Source: an optimization exercise on an open RTL-to-GDS flow (aim: small area and a short achievable clock period). Production flows keep margins and buffers that such runs may drop.
Function was checked by simulation only, so behaviour that the tests miss may differ from the original.
No activity file was given, so power comes from the tool's default toggle rates.

--- flow/config.mk ---
export PLATFORM = sky130hd
export DESIGN_NAME = data_mem_ctrl
export DESIGN_NICKNAME = data_mem_ctrl
export VERILOG_FILES = /design/flow/design.v
export SDC_FILE = /design/flow/constraint.sdc
export NUM_CORES = 4
export LEC_CHECK = 0
export CAP_MARGIN = 20
export CORE_MARGIN = 2
export CORE_UTILIZATION = 40
export SLEW_MARGIN = 20
--- flow/constraint.sdc ---
create_clock -name core_clock -period 5.2 [get_ports {clk}]
set_input_delay 1.0400 -clock core_clock [delete_from_list [all_inputs] [get_ports {clk}]]
set_output_delay 1.0400 -clock core_clock [all_outputs]
set_load 0.01 [all_outputs]
--- flow/design.v ---
package dmem_pkg;
    typedef enum logic [1:0] {
        IDLE = 2'd0,
        WAIT = 2'd1,
        RESP = 2'd2
    } dmem_state_e;
    localparam int DMEM_DEPTH   = 256;
    localparam int DMEM_LATENCY = 2;
    localparam int DMEM_CNT_W   = 4;
endpackage
module dmem_array #(
    parameter int DWIDTH = 16,
    parameter int DEPTH  = 256,
    localparam int IW    = (DEPTH > 1) ? $clog2(DEPTH) : 1
) (
    input  logic              clk,
    input  logic              we,
    input  logic [IW-1:0]     idx,
    input  logic [DWIDTH-1:0] wdata,
    output logic [DWIDTH-1:0] rdata
);
    logic [DWIDTH-1:0] mem_q [DEPTH];
    always_ff @(posedge clk) begin
        if (we) begin
            mem_q[idx] <= wdata;
        end
    end
    assign rdata = mem_q[idx];
endmodule
import dmem_pkg::*;
module data_mem_ctrl #(
    parameter int DWIDTH  = 16,
    parameter int AWIDTH  = 16,
    parameter int DEPTH   = DMEM_DEPTH,
    parameter int LATENCY = DMEM_LATENCY
) (
    input  logic              clk,
    input  logic              rst,
    input  logic              ram_en,
    input  logic              wen,
    input  logic [AWIDTH-1:0] ram_addr,
    input  logic [DWIDTH-1:0] w_ram_data,
    output logic [DWIDTH-1:0] r_ram_data,
    output logic              ram_valid,
    output logic              busy,
    output logic              addr_err,
    output logic [1:0]        dbg_state
);
    localparam int IW = (DEPTH > 1) ? $clog2(DEPTH) : 1;
    localparam logic [DMEM_CNT_W-1:0] LAT_M1 = DMEM_CNT_W'(LATENCY - 1);
    dmem_pkg::dmem_state_e state_q, state_d;
    logic [DMEM_CNT_W-1:0] cnt_q, cnt_d;
    logic                  wen_q, wen_d;
    logic [IW-1:0]         idx_q, idx_d;
    logic [DWIDTH-1:0]     wdata_q, wdata_d;
    logic                  err_q, err_d;
    logic [DWIDTH-1:0]     rdata_q, rdata_d;
    logic                  accept;
    logic                  in_err;
    logic                  rd_load;
    logic                  arr_we;
    logic [IW-1:0]         arr_idx;
    logic [DWIDTH-1:0]     arr_rdata;
    logic                  unused_addr_bits;
    localparam logic [AWIDTH:0] DEPTH_A = (AWIDTH + 1)'(DEPTH);
    assign in_err = ({1'b0, ram_addr} >= DEPTH_A);
    assign unused_addr_bits = ^ram_addr;
    assign accept = (state_q == IDLE) && ram_en;
    always_ff @(posedge clk) begin
        if (rst) begin
            state_q <= IDLE;
            cnt_q   <= '0;
            err_q   <= 1'b0;
            rdata_q <= '0;
        end else begin
            state_q <= state_d;
            cnt_q   <= cnt_d;
            err_q   <= err_d;
            rdata_q <= rdata_d;
        end
    end
    always_ff @(posedge clk) begin
        wen_q   <= wen_d;
        idx_q   <= idx_d;
        wdata_q <= wdata_d;
    end
    always_comb begin
        state_d = state_q;
        cnt_d   = cnt_q;
        wen_d   = wen_q;
        idx_d   = idx_q;
        wdata_d = wdata_q;
        err_d   = err_q;
        case (state_q)
            IDLE: begin
                if (ram_en) begin
                    cnt_d   = LAT_M1;
                    state_d = (LATENCY == 1) ? RESP : WAIT;
                    wen_d   = wen;
                    idx_d   = ram_addr[IW-1:0];
                    wdata_d = w_ram_data;
                    err_d   = in_err;
                end
            end
            WAIT: begin
                cnt_d = cnt_q - 1'b1;
                if (cnt_q <= 1) begin
                    state_d = RESP;
                end
            end
            RESP:    state_d = IDLE;
            default: state_d = IDLE;
        endcase
    end
    always_comb begin
        rd_load = (state_d == RESP) && (state_q != RESP) && !wen_d;
        rdata_d = rdata_q;
        if (rd_load) begin
            rdata_d = err_d ? '0 : arr_rdata;
        end
        arr_idx   = accept ? ram_addr[IW-1:0] : idx_q;
        arr_we    = (state_q == RESP) && wen_q && !err_q && !rst;
        ram_valid = (state_q == RESP);
        busy      = (state_q != IDLE);
        dbg_state = state_q;
    end
    assign addr_err = (state_q == RESP) && err_q;
    assign r_ram_data = rdata_q;
    dmem_array #(
        .DWIDTH(DWIDTH),
        .DEPTH (DEPTH)
    ) u_array (
        .clk  (clk),
        .we   (arr_we),
        .idx  (arr_idx),
        .wdata(wdata_q),
        .rdata(arr_rdata)
    );
endmodule
--- flow/run.sh ---
#!/bin/bash
# synth_recipe.tcl (not shown) runs the flow's synth.tcl, then flattens the netlist and writes it again
# the make line also repeats each setting of config.mk as NAME=value (left out here)
make -C /OpenROAD-flow-scripts/flow DESIGN_CONFIG=/design/flow/config.mk WORK_HOME=/design/flow/orfs CLKGATE_MAP_FILE= SYNTH_SCRIPT=/design/flow/synth_recipe.tcl finish
==> flow_summary.ini, run 1 <==
[cts]
cts_resized = 0
postCtsSetupBuffers = 0
cts_tree = yes
path_clk_slew_ns = 0.06
cts_sinks = 4144
ctsHoldBuffers = 0
clk_latency_ns = 1.01
cts_buffer_depth = 4
cts_htree_levels = 5
root_buffer = clkbuf_16
cts_buffers = 414

[routing]
post-route-drc-count = 0
routed_wl_um = 504000
wl_per_cell_um = 30.7
first_pass_iters = 8
ant_nets = 0
viasPerCell = 6.00
vias = 98400
drt_iter0_drc = 14700

[power_and_ir_drop]
intPower_w = 0.0561
p_comb_share_pct = 10.5
clockPowerShare_pct = 39.5
p_leak_nw = 61.2
total_power_w = 0.0742
peakVddDrop_mv = 0.268
seqPwrFrac_pct = 50.0
switching_share_pct = 24.4
power_density_nw_per_um2 = 396
switchingPower_w = 0.0181

[place]
dp_hpwl_um = 301000
placed_cells = 15600
portBuffers = 56
placed_area_um2 = 174000
gp_congestion = 0.887

[logic_synthesis]
ys_seq_area_share_pct = 78.4
synth_edf_count = 4120
syn-cell-area_um2 = 159000
synth_area_per_cell_um2 = 15.8
postSynthCellCount = 10000
synth_ff_type = edfxtp_1
synth_nets = 10100
synth.distinct_cells = 53
yosys_register_bits = 4144
synth_warnings = 2
async_flop_share_pct = 0

[floorplanning]
die_area_um2 = 401000
die_h_um = 633
ios = 57
die_w_um = 633
start_util_pct = 40.1
core_area_um2 = 395000
fp-row-count = 231

[global_routing]
grt_use_total_pct = 24.4
grt_pass1_vias = 94000
grt_max_degree = 205
grt_first_pass_wirelength_um = 703000
overflow = 0
antenna_found_initial = 20

[finish]
finish.utilization_pct = 47.4
drive_gt1_share_pct = 16.6
area_growth_pct = 18.2
fin_nets = 10900
fin_area_um2 = 187000
stdcell_count = 16400
fillers = 33000

[setup_path]
arrival_ns = 5.75
path_max_fanout = 28
start_kind = primary input
critPathCaptureType = register
r2r_start = state_q[0]$_SDFF_PP0_
startpoint = ram_en
critical_path_class = primary input to register
cp.required_ns = 6.06

[worst_hold_path]
hp-class = register to register
hp-start = wen_q$_DFF_P_

[status]
outcome = timing/DRC/antenna clean

[run]
maxCapViolCount = 0

[timing]
fin_skew_ns = 0.0871
min_period_over_period_pct = 94.1
finalSetupViolCount = 0
slew_viol_final = 0
period_minus_slack_ns = 4.89
rsz0062_at_grt = no
maxSlewHeadroom_pct = 7.44
hold_viol = 0
timing.fmax_ghz = 0.204
worst_slew_pin_slew_ns = 1.39
## cells in the mapped netlist, drive strengths merged (34+ instances only)
| master | n | share of area (%) |
|---|---|---|
| a21oi | 652 | 2.1 |
| a22oi | 336 | 1.6 |
| a32oi | 682 | 3.8 |
| a41oi | 163 | 0.90 |
| buf | 303 | 0.89 |
| clkbuf | 360 | 0.85 |
| edfxtp | 4120 | 78 |
| mux2i | 714 | 4.5 |
| nand2 | 2066 | 4.9 |
| nand4 | 79 | 0.31 |
| nor2 | 290 | 0.69 |
| nor4 | 34 | 0.13 |
## path summary, 6_finish.rpt
path,to,slack [ns],cells past startpoint
worst min-delay path,wen_q$_DFF_P_,0.47,2
worst min register to register,wen_q$_DFF_P_,0.47,2
worst max-delay path,rdata_q[11]$_SDFFE_PP0P_,0.31,15
worst max register to register,rdata_q[11]$_SDFFE_PP0P_,0.43,14
## cells by family after synthesis
logic type | count (synthesis) | share of synthesized area [%]
AOI/OAI and AO/OA | 1942 | 8.84
adders and majority gates | 2 | 0.0158
buffers and inverters | 670 | 1.76
DFF | 4144 | 78.4
muxes | 736 | 4.79
and+or+nand+nor | 2522 | 6.24
## power groups by stage
stage,Combinational [W],Sequential [W],Clock [W]
6_report,0.00779,0.0371,0.0293
4_1_cts,0.00765,0.0371,0.0296
3_5_place_dp,0.00762,0.0378,0
5_1_grt,0.00809,0.0371,0.0308
3_3_place_gp,0.00750,0.0378,0
2_1_floorplan,0.00342,0.0382,0
## state kept, by name (all words and copies together) (netlist names)
signal         flops
rdata_q           16
state_q            2
u_array.mem_q   4096
idx_q              8
cnt_q              4
wen_q              1
err_q              1
wdata_q           16
## per-layer routing
layer | GRT usage (%) | wire length (µm) | up-vias
li1 | - | - | 40900
met1 | 34.1 | 200000 | 50600
met2 | 37.7 | 228000 | 5980
met3 | 4.48 | 52600 | 910
met4 | 10.1 | 22700 | 8
met5 | 0 | 45 | -
## per-stage QoR
| step | hold slack [ns] | setup slack (ns) | setup TNS [ns] |
|---|---|---|---|
| CTS | 0.476 | 0.441 | 0 |
| global placement | 0.460 | -0.835 | -4.34 |
| global route | 0.504 | 0.263 | 0 |
| finish | 0.474 | 0.307 | 0 |
| detailed placement | 0.468 | -0.536 | -4.32 |
| floorplan | 0.440 | 0.778 | 0 |
## layout make-up
class	instances	area [µm²]	area share [%]
multi-input combinational	5202	32400	17.3
sequential	4144	124000	66.3
tap	5242	6560	3.50
inverter	7	26.3	0.0140
timing repair buffer	1047	11000	5.87
clock buffer	507	10900	5.81
clock inverter	246	2280	1.22
antenna	10	25.0	0.0134
## critical path: stages
cell	delay (ns)
clkdlybuf4s50_1	0.52
or3b_2	0.49
buf_12	0.18
a21o_4	0.35
buf_12	0.24
buf_4	0.27
buf_4	0.28
mux2i_1	0.16
a32oi_1	0.32
a41oi_1	0.35
nor4_1	0.79
buf_4	0.28
o22ai_1	0.09
buf_4	0.18
o21ai_1	0.12
## cell usage in the layout, fill, tap and decap left out, types with 79 or more instances in the layout
cell,n
edfxtp_1,4120
clkbuf_16,422
buf_12,237
a32oi_1,682
nand4_1,79
a22oi_1,336
a21oi_1,650
nor2_2,210
clkbuf_1,85
buf_4,752
mux2i_1,706
clkinv_1,108
a41oi_1,163
nand2_1,2050
==> run 2: changes to the inputs <==
==> flow/design.v (replaced) <==
package dmem_pkg;
    typedef enum logic [1:0] {
        IDLE = 2'd0,
        WAIT = 2'd1,
        RESP = 2'd2
    } dmem_state_e;
    localparam int DMEM_DEPTH   = 256;
    localparam int DMEM_LATENCY = 2;
endpackage
module dmem_array #(
    parameter int DWIDTH = 16,
    parameter int DEPTH  = 256
) (
    input  logic              clk,
    input  logic              we,
    input  logic [DEPTH-1:0]  sel,
    input  logic [DWIDTH-1:0] wdata,
    output logic [DWIDTH-1:0] rdata
);
    logic [DWIDTH-1:0] word_q [DEPTH];
    for (genvar w = 0; w < DEPTH; w++) begin : g_word
        always_ff @(posedge clk) begin
            if (we && sel[w]) begin
                word_q[w] <= wdata;
            end
        end
    end
    always_comb begin
        rdata = '0;
        for (int w = 0; w < DEPTH; w++) begin
            rdata = rdata | (word_q[w] & {DWIDTH{sel[w]}});
        end
    end
endmodule
import dmem_pkg::*;
module data_mem_ctrl #(
    parameter int DWIDTH  = 16,
    parameter int AWIDTH  = 16,
    parameter int DEPTH   = DMEM_DEPTH,
    parameter int LATENCY = DMEM_LATENCY
) (
    input  logic              clk,
    input  logic              rst,
    input  logic              ram_en,
    input  logic              wen,
    input  logic [AWIDTH-1:0] ram_addr,
    input  logic [DWIDTH-1:0] w_ram_data,
    output logic [DWIDTH-1:0] r_ram_data,
    output logic              ram_valid,
    output logic              busy,
    output logic              addr_err,
    output logic [1:0]        dbg_state
);
    localparam int IW = (DEPTH > 1) ? $clog2(DEPTH) : 1;
    logic [1:0]        state_q, state_d;
    logic              busy_q, busy_d;
    logic              aerr_q, aerr_d;
    logic [DWIDTH-1:0] rdata_q;
    logic              wen_q;
    logic              err_q;
    logic [DWIDTH-1:0] wdata_q;
    logic [DEPTH-1:0]  sel_q, sel_d;
    logic              pend_q, pend_d;
    logic              idle, in_wait, in_resp;
    logic              in_err;
    logic [DWIDTH-1:0] arr_rdata;
    localparam logic [AWIDTH:0] DEPTH_A = (AWIDTH + 1)'(DEPTH);
    assign in_err = ({1'b0, ram_addr} >= DEPTH_A);
    assign idle    = !busy_q;
    assign in_wait = state_q[0];
    assign in_resp = state_q[1];
    always_comb begin
        state_d = 2'b00;
        if (!rst) begin
            if (idle) state_d = {1'b0, ram_en};
            else if (in_wait) state_d = 2'b10;
        end
        busy_d = (state_d != 2'b00);
        aerr_d = !rst && in_wait && err_q;
        pend_d = !rst && in_resp && wen_q && !err_q;
    end
    always_comb begin
        for (int w = 0; w < DEPTH; w++) begin
            sel_d[w] = (ram_addr[IW-1:0] == IW'(w));
        end
    end
    always_ff @(posedge clk) begin
        state_q <= state_d;
        busy_q  <= busy_d;
        aerr_q  <= aerr_d;
        pend_q  <= pend_d;
    end
    always_ff @(posedge clk) begin
        if (idle) begin
            wen_q   <= wen;
            err_q   <= in_err;
            wdata_q <= w_ram_data;
            sel_q   <= sel_d;
        end
    end
    always_ff @(posedge clk) begin
        if (rst) begin
            rdata_q <= '0;
        end else if (in_wait && !wen_q) begin
            rdata_q <= err_q ? '0 : arr_rdata;
        end
    end
    assign r_ram_data = rdata_q;
    assign ram_valid  = in_resp;
    assign busy       = busy_q;
    assign dbg_state  = state_q;
    assign addr_err   = aerr_q;
    dmem_array #(
        .DWIDTH(DWIDTH),
        .DEPTH (DEPTH)
    ) u_array (
        .clk  (clk),
        .we   (pend_q),
        .sel  (sel_q),
        .wdata(wdata_q),
        .rdata(arr_rdata)
    );
endmodule
--- a/flow/config.mk
+++ b/flow/config.mk
@@ -9,3 +9,4 @@
 export CORE_MARGIN = 2
-export CORE_UTILIZATION = 40
+export CORE_UTILIZATION = 65
+export CTS_BUF_LIST = sky130_fd_sc_hd__clkbuf_4 sky130_fd_sc_hd__clkbuf_8
 export SLEW_MARGIN = 20
==> flow_summary.ini, run 2 <==
[logic_synthesis]
synth_warnings = 3
yosys.area.top_type = edfxtp_1
synthMostInstantiatedCell = edfxtp_1
synth_area_per_cell_um2 = 19.9
synth_top_family_by_area = compound AO/OA/AOI/OAI gates
yosys_register_bits = 4391
synth-xor-area-share_pct = 0
async_flop_share_pct = 0
postSynthCellCount = 7938
synth_ff_type = edfxtp_1
syn-cell-area_um2 = 158000
post_synth_fa_ha_maj_area_fraction_pct = 0
synth_compound_gate_area_share_pct = 11.5
synth.distinct_cells = 25
synth_nets = 7974
synthMuxAreaShare_pct = 0
yosys.area_share.simple_pct = 3.15
synthDominantCellAreaShare_pct = 83.0
synth_common_cells = edfxtp_1 (4370), a22o_1 (1024), a221oi_1 (1020)
synth_edf_count = 4370
synth_area_leaders = edfxtp_1 (83%), a22o_1 (5.7%), a221oi_1 (5.7%), nand4_1 (1.1%), and2_1 (1.0%)
ys_seq_area_share_pct = 83.3

[setup_path]
slowest_stage = nor4_2
critical_path_class = register to register
start_kind = register
arrival_ns = 4.94
critPathBufInv = 0
crit_top_cell = nand4_1
critPathCaptureType = register
path_max_fanout = 17
critical_path.max_stage_delay_ns = 0.94
cp.required_ns = 6.21
cp_top_family = simple AND/OR/NAND/NOR gates
cp_cell_sequence = a22o_1, a221oi_1, nand4_1, nor4_2, nand4_1, a32o_1

[timing]
fin_skew_ns = 0.0639
min_period_over_period_pct = 75.5
finalSetupViolCount = 0
period_minus_slack_ns = 3.93
hold_viol = 0
final.setup.tns_ns = 0
timing.fmax_ghz = 0.255
slew_viol_final = 0
worst_slew_pin_slew_ns = 1.32
rsz0062_at_grt = no
maxSlewHeadroom_pct = 11.4

[cts]
cts_sinks = 4391
cts_buffer_depth = 4
cts_buffers = 680
cts_htree_levels = 6
path_clk_slew_ns = 0.06
postCtsSetupBuffers = 0
root_buffer = clkbuf_8
clk_latency_ns = 1.16
cts_tree = yes
cts_resized = 0
ctsHoldBuffers = 0

[power_and_ir_drop]
intPower_w = 0.0545
switchingPower_w = 0.0158
seqPwrFrac_pct = 56.9
switching_share_pct = 22.5
clockPowerShare_pct = 38.6
peakVddDrop_mv = 0.263
power_density_nw_per_um2 = 404
p_leak_nw = 54.4
p_comb_share_pct = 4.5

[finish]
top_register = u_array.word_q
fillers = 14800
fin_nets = 8275
final_common_cell = edfxtp_1
area_growth_pct = 9.99
top_regs = u_array.word_q: 4096 flops, sel_q: 256 flops
final_cell_mix = edfxtp_1 (4370), a22o_1 (1024), a221oi_1 (1020), clkbuf_8 (691), nand4_1 (274)
drive_gt1_share_pct = 14.0
finish.utilization_pct = 71.7
largest_register_ffs = 4096

[worst_hold_path]
hp-class = primary input to register

[global_routing]
grt_use_total_pct = 33.8
antenna_found_initial = 21
overflow = 0
grt_pass1_vias = 81000
grt_max_degree = 188
grt_first_pass_wirelength_um = 592000

[routing]
drt_iter0_drc = 11700
vias = 84100
viasPerCell = 7.05
wl_per_cell_um = 35.4
ant_nets = 0
routed_wl_um = 422000
first_pass_iters = 6
post-route-drc-count = 0

[place]
portBuffers = 56
dp_hpwl_um = 249000
gp_congestion = 0.857

[status]
outcome = timing/DRC/antenna clean

[floorplanning]
ios = 57
die_h_um = 497
fp-row-count = 181
core_area_um2 = 243000
die_w_um = 497
start_util_pct = 65.2
die_area_um2 = 247000

[run]
maxCapViolCount = 0
==> run 2: routing by layer <==
layer	global-route usage (%)	share of wire [%]	up-vias
met5	0	0.0071	-
met4	14.6	4.6	4
met3	6.68	9.7	775
met2	50.8	47	4819
met1	49.1	39	43800
li1	-	-	34800
==> run 2: final cells by class <==
class | count | area [µm²] | area share (%)
antenna | 16 | 40.0 | 0.0230
clock buffer | 933 | 11300 | 6.51
clock inverter | 231 | 1250 | 0.721
inverter | 2 | 11.3 | 0.00648
multi-input combinational | 2967 | 23500 | 13.5
sequential | 4391 | 132000 | 75.7
tap | 3202 | 4010 | 2.30
timing repair buffer | 197 | 2090 | 1.20
==> run 2: power groups by stage <==
stage	Clock [W]	Combinational (W)	Sequential, W
floorplan	0	0.00167	0.0406
global placement	0	0.00302	0.0407
detailed placement	0	0.00310	0.0407
CTS	0.0274	0.00311	0.0400
global route	0.0289	0.00324	0.0400
finish	0.0272	0.00314	0.0400
==> run 2: worst paths after layout <==
path                            start                  endpoint  slack, ns  cells past startpoint
setup / recovery  sel_q[93]$_DFFE_PN_  rdata_q[14]$_SDFFE_PP0P_       1.27                      6
hold / removal         w_ram_data[10]     wdata_q[10]$_DFFE_PN_       0.46                      1
setup reg to reg  sel_q[93]$_DFFE_PN_  rdata_q[14]$_SDFFE_PP0P_       1.27                      6
hold reg to reg       err_q$_DFFE_PN_            pend_q$_DFF_P_       0.47                      1
==> run 2: cell families after synthesis <==
| logic type | after synthesis |
|---|---|
| flops | 4391 |
| compound gates | 2065 |
| simple gates | 902 |
| buf+inv | 580 |
==> run 2: metrics by stage <==
stage               cells  cell area, µm²  setup WS [ns]  hold WS, ns  total power, W
finish              11900          174000           1.27        0.464          0.0703
global route        11900          174000           1.23        0.410          0.0722
CTS                 11900          174000           1.32        0.400          0.0705
detailed placement  10800          161000           1.33        0.450          0.0438
global placement    10700          161000          0.217        0.455          0.0437
floorplan            7938          158000          0.241        0.431          0.0423
==> run 2: worst reg2reg max path, delay by kind of cell (launching register included) <==
family / cells / cell delay, ns
AO/OA/AOI/OAI: 3 / 1.45
flip-flops: 1 / 0.65
AND/OR/NAND/NOR: 3 / 1.71
==> run 3: changes to the inputs <==
--- a/flow/config.mk
+++ b/flow/config.mk
@@ -11,2 +11,3 @@
 export CTS_BUF_LIST = sky130_fd_sc_hd__clkbuf_4 sky130_fd_sc_hd__clkbuf_8
+export SETUP_SLACK_MARGIN = 1.5
 export SLEW_MARGIN = 20
==> flow_summary.ini, run 3 <==
[routing]
ant_nets = 0
routed_wl_um = 416000
vias = 83900
post-route-drc-count = 0
viasPerCell = 7.03
wl_per_cell_um = 34.9
drt_iter0_drc = 11900
first_pass_iters = 8

[setup_path]
ff2ff_setup_slack_ns = 1.46
critPathCaptureType = register
critical_path_class = register to register
start_kind = register
cp.required_ns = 6.19
rr_endpoint = rdata_q[8]$_SDFFE_PP0P_
r2r_start = sel_q[93]$_DFFE_PN_
r2r_cells = 6
arrival_ns = 4.73
path_max_fanout = 17
crit_end = rdata_q[8]$_SDFFE_PP0P_
startpoint = sel_q[93]$_DFFE_PN_

[power_and_ir_drop]
power_density_nw_per_um2 = 404
switchingPower_w = 0.0158
peakVddDrop_mv = 0.351
intPower_w = 0.0545
clockPowerShare_pct = 38.6
seqPwrFrac_pct = 57.0
p_comb_share_pct = 4.4
p_leak_nw = 54.4
switching_share_pct = 22.5

[place]
placed_cells = 10700
portBuffers = 56
dp_slack_ns = 1.35
gp_congestion = 0.881
dp_hpwl_um = 249000

[floorplanning]
ios = 57
die_area_um2 = 247000
die_h_um = 497
core_area_um2 = 243000
die_w_um = 497
fp-row-count = 181
start_util_pct = 65.2

[logic_synthesis]
synth_common_cells = edfxtp_1 (4370), a22o_1 (1024), a221oi_1 (1020)
yosys.area.top_type = edfxtp_1
synth.distinct_cells = 25
ys_seq_area_share_pct = 83.3
synth_area_leaders = edfxtp_1 (83%), a22o_1 (5.7%), a221oi_1 (5.7%), nand4_1 (1.1%), and2_1 (1.0%)
synth_edf_count = 4370
synth_nets = 7974
postSynthCellCount = 7938
synthMostInstantiatedCell = edfxtp_1
yosys_register_bits = 4391
async_flop_share_pct = 0
synth_warnings = 3
synth_ff_type = edfxtp_1
synthDominantCellAreaShare_pct = 83.0
synth_area_per_cell_um2 = 19.9
syn-cell-area_um2 = 158000

[finish]
drive_gt1_share_pct = 14.0
largest_register_ffs = 4096
final_common_cell = edfxtp_1
final_cell_mix = edfxtp_1 (4370), a22o_1 (1024), a221oi_1 (1018), clkbuf_8 (690), nand4_1 (274)
finish.utilization_pct = 71.7
top_register = u_array.word_q
area_growth_pct = 10.0
top_regs = u_array.word_q: 4096 flops, sel_q: 256 flops
stdcell_count = 11900
fin_nets = 8261

[timing]
final.setup.tns_ns = 0
fin_skew_ns = 0.0723
worst_slew_pin_slew_ns = 1.28
hold_viol = 0
maxSlewHeadroom_pct = 14.8
period_minus_slack_ns = 3.74
setup_ws_ns = 1.46
min_period_over_period_pct = 72.0
holdWs_ns = 0.448
timing.fmax_ghz = 0.267
slew_viol_final = 0
rsz0062_at_grt = no
finalSetupViolCount = 0

[cts]
ctsHoldBuffers = 0
root_buffer = clkbuf_8
cts_tree = yes
path_clk_slew_ns = 0.06
cts_buffers = 677
clk_latency_ns = 1.16
postCtsSetupBuffers = 0
cts_htree_levels = 6
cts_buffer_depth = 4
cts_sinks = 4391

[global_routing]
grt_use_total_pct = 33.3
grt_max_degree = 178
grt_pass1_vias = 80600
overflow = 0
antenna_found_initial = 16
grt_first_pass_wirelength_um = 586000

[status]
outcome = timing/DRC/antenna clean

[worst_hold_path]
holdPathStages = 1
hp-class = primary input to register

[run]
maxCapViolCount = 0
## run 3: cell counts after synthesis
Identical to the previous run, type by type.
## run 3: logic make-up after synthesis
family          synth area share, %
simple gates                   3.15
flops                          83.3
buf+inv                        2.11
compound gates                 11.5
## run 3: critical path, stage by stage (launching register included)
cell,delay [ns]
edfxtp_1,0.65
a22o_1,0.30
a221oi_1,0.64
nand4_1,0.45
nor4_2,1.03
nand4_1,0.19
a32o_1,0.33
## run 3: per-layer routing
layer / share of wire (%) / up-vias / global-route usage, %
li1: - / 34700 / -
met1: 39 / 43700 / 48.9
met2: 47 / 4835 / 50.3
met3: 9.7 / 657 / 6.21
met4: 4.0 / 4 / 13.5
met5: 0.0055 / - / 0
## run 3: power by group through the flow
| stage | combinational (W) | sequential (W) | clock [W] |
|---|---|---|---|
| 5_1_grt | 0.00320 | 0.0401 | 0.0288 |
| 3_3_place_gp | 0.00297 | 0.0408 | 0 |
| 4_1_cts | 0.00307 | 0.0400 | 0.0273 |
| 2_1_floorplan | 0.00167 | 0.0406 | 0 |
| 6_report | 0.00310 | 0.0401 | 0.0271 |
| 3_5_place_dp | 0.00306 | 0.0408 | 0 |
## run 3: metrics by stage
| step | area [µm²] | power (W) |
|---|---|---|
| global placement | 161000 | 0.0437 |
| finish | 174000 | 0.0702 |
| CTS | 174000 | 0.0704 |
| detailed placement | 161000 | 0.0438 |
| global route | 174000 | 0.0721 |
| floorplan | 158000 | 0.0423 |
## run 3: worst min path at each step
stage	from	endpoint
after floorplan	err_q$_DFFE_PN_	pend_q$_DFF_P_
after global placement	busy_q$_DFF_P_	state_q[0]$_DFF_P_
after detailed placement	busy_q$_DFF_P_	state_q[0]$_DFF_P_
after CTS	w_ram_data[0]	wdata_q[0]$_DFFE_PN_
after global routing	w_ram_data[14]	wdata_q[14]$_DFFE_PN_
final	w_ram_data[11]	wdata_q[11]$_DFFE_PN_
## run 3: final cells by class
class	count	area, µm²
clock buffer	920	11200
multi-input combinational	2967	23600
tap	3202	4010
antenna	14	35.0
timing repair buffer	186	2000
clock inverter	253	1410
sequential	4391	132000
inverter	2	11.3
fill	14500	68600
## run 3: what timing repair did
item                       in CTS  in global routing
gates resized for setup         6                  3
setup endpoints to repair       6                  3
pin swaps                       0                  1
==> run 4: changes to the inputs <==
--- a/flow/config.mk
+++ b/flow/config.mk
@@ -9,5 +9,3 @@
 export CORE_MARGIN = 2
-export CORE_UTILIZATION = 65
-export CTS_BUF_LIST = sky130_fd_sc_hd__clkbuf_4 sky130_fd_sc_hd__clkbuf_8
-export SETUP_SLACK_MARGIN = 1.5
+export CORE_UTILIZATION = 40
 export SLEW_MARGIN = 20
==> flow_summary.ini, run 4 <==
[logic_synthesis]
yosys.area.top_type = edfxtp_1
synth_ff_type = edfxtp_1
synth_common_cells = edfxtp_1 (4370), a22o_1 (1024), a221oi_1 (1020)
synth_area_leaders = edfxtp_1 (83%), a22o_1 (5.7%), a221oi_1 (5.7%), nand4_1 (1.1%), and2_1 (1.0%)
synth_area_per_cell_um2 = 19.9
synth_edf_count = 4370
yosys.area_share.simple_pct = 3.15
synth_compound_gate_area_share_pct = 11.5
synthMostInstantiatedCell = edfxtp_1
synth_warnings = 3
syn-cell-area_um2 = 158000
post_synth_fa_ha_maj_area_fraction_pct = 0
synthDominantCellAreaShare_pct = 83.0
ys_seq_area_share_pct = 83.3
async_flop_share_pct = 0
synth_top_family_by_area = compound AO/OA/AOI/OAI gates
synthMuxAreaShare_pct = 0
synth.distinct_cells = 25
postSynthCellCount = 7938
synth-xor-area-share_pct = 0
yosys_register_bits = 4391
synth_nets = 7974

[setup_path]
cp_top_family = simple AND/OR/NAND/NOR gates
arrival_ns = 4.59
crit_top_cell = nand4_1
critical_path_class = register to register
path_max_fanout = 17
critPathBufInv = 0
cp_cell_sequence = a22o_1, a221oi_1, nand4_1, nor4_4, nand4_1, a32o_1
critical_path.max_stage_delay_ns = 0.98
critPathCaptureType = register
cp.required_ns = 6.04
slowest_stage = nor4_4
start_kind = register

[cts]
postCtsSetupBuffers = 0
cts_buffer_depth = 4
ctsHoldBuffers = 0
cts_htree_levels = 5
path_clk_slew_ns = 0.06
cts_buffers = 434
clk_latency_ns = 0.97
root_buffer = clkbuf_16
cts_resized = 0
cts_sinks = 4391
cts_tree = yes

[finish]
area_growth_pct = 11.9
final_common_cell = edfxtp_1
top_regs = u_array.word_q: 4096 flops, sel_q: 256 flops
fin_area_um2 = 177000
fin_nets = 8007
largest_register_ffs = 4096
top_register = u_array.word_q
final_cell_mix = edfxtp_1 (4370), a22o_1 (1024), a221oi_1 (1020), clkbuf_16 (437), nand4_1 (274)
stdcell_count = 13600
drive_gt1_share_pct = 9.00

[routing]
routed_wl_um = 425000
drt_iter0_drc = 11300
route.met2.wl_um = 202000
met3_length_um = 36300
post-route-drc-count = 0
routed.top_layer = met5
vias = 82200
first_pass_iters = 6
ant_nets = 0
wirelength_met1_um = 171000
wl_per_cell_um = 31.3
viasPerCell = 6.06

[place]
portBuffers = 56
dp_hpwl_um = 255000
gp_congestion = 0.871
placed_cells = 12800
placed_area_um2 = 164000

[floorplanning]
start_util_pct = 40.2
fp-row-count = 230
die_area_um2 = 400000
die_w_um = 633
core_area_um2 = 393000
ios = 57
die_h_um = 633

[timing]
fin_skew_ns = 0.0401
period_minus_slack_ns = 3.75
min_period_over_period_pct = 72.1
rsz0062_at_grt = no
final.setup.tns_ns = 0
slew_viol_final = 0
maxSlewHeadroom_pct = 13.8
hold_viol = 0
timing.fmax_ghz = 0.267
finalSetupViolCount = 0
worst_slew_pin_slew_ns = 1.29

[global_routing]
overflow = 0
grt_max_degree = 181
antenna_found_initial = 23
grt_use_total_pct = 20.6
grt_pass1_vias = 79400
grt_first_pass_wirelength_um = 595000

[worst_hold_path]
hp-class = register to register

[run]
maxCapViolCount = 0

[power_and_ir_drop]
total_power_w = 0.0727
p_leak_nw = 54.1
peakVddDrop_mv = 0.309
power_density_nw_per_um2 = 411

[status]
outcome = timing/DRC/antenna clean
[run 4: cell type report]
cell class,count,area (µm²)
fill,32800,216000
clock buffer,536,11300
sequential,4391,132000
clock inverter,253,1910
tap,5220,6530
inverter,2,11.3
multi-input combinational,2967,23500
timing repair buffer,175,1850
antenna,22,55.1
[run 4: logic make-up after synthesis]
group	after synthesis
AOI/OAI and AO/OA	2065
buffers and inverters	580
DFF	4391
and+or+nand+nor	902
[run 4: per-layer routing]
layer | vias up | GRT usage (%)
li1 | 34200 | -
met4 | 4 | 7.28
met1 | 43300 | 28.6
met5 | - | 0
met3 | 656 | 3.33
met2 | 4051 | 32.9
[run 4: path summary, 6_finish.rpt]
kind / end / from / slack (ns) / cells past startpoint
setup / recovery: rdata_q[13]$_SDFFE_PP0P_ / sel_q[208]$_DFFE_PN_ / 1.45 / 6
hold / removal: pend_q$_DFF_P_ / err_q$_DFFE_PN_ / 0.48 / 1
setup reg to reg: rdata_q[13]$_SDFFE_PP0P_ / sel_q[208]$_DFFE_PN_ / 1.45 / 6
hold reg to reg: pend_q$_DFF_P_ / err_q$_DFFE_PN_ / 0.48 / 1
[run 4: where the power goes]
| part | total, W | switching (W) | internal [W] |
|---|---|---|---|
| combinational | 0.00308 | 0.00220 | 0.000872 |
| sequential | 0.0401 | 0.000736 | 0.0393 |
| clock | 0.0295 | 0.0129 | 0.0166 |
[run 4: per-stage QoR]
stage | utilization (%) | hold WS (ns) | setup WS, ns
after floorplan | - | 0.431 | 0.241
after global placement | 41.5 | 0.453 | 0.783
after detailed placement | 41.6 | 0.461 | 1.20
after CTS | 45.0 | 0.474 | 1.38
after global routing | 45.0 | 0.494 | 1.46
final | 45.0 | 0.477 | 1.45

==> port drivers added, routing unchanged <==
No port has a modelled driver above. Below, the same layouts with a new extraction and two added sets of constraints.
Step 1, drivers: a clkbuf_16 drives clk and a buf_2 each remaining input, both assumed.
Step 2 moves the port delays by t, midway between the first and last clock arrival at a register: inputs arrive t later, outputs are due t later. That takes back most of the time a late clock gives input paths.
Slacks: ideal ports / drivers / drivers and shift; pairs: ideal ports / drivers.
run	shift t [ns]	setup WS [ns]	worst register clock-pin slew, ns	worst data-port slew with drivers (ns)
run 1	1.075	0.307 / 0.397 / -0.679	0.07 / 0.07	0.23
run 2	1.204	1.274 / 1.274 / 1.244	0.07 / 0.07	0.13
run 3	1.216	1.456 / 1.456 / 1.278	0.07 / 0.07	0.11
run 4	1.046	1.450 / 1.450 / 0.971	0.07 / 0.07	0.19
Met with ideal ports but missed after step 2: setup timing in run 1. The setup slack of run 1, which loses most, moves by +0.090 ns with the drivers and by -0.986 ns with both steps.
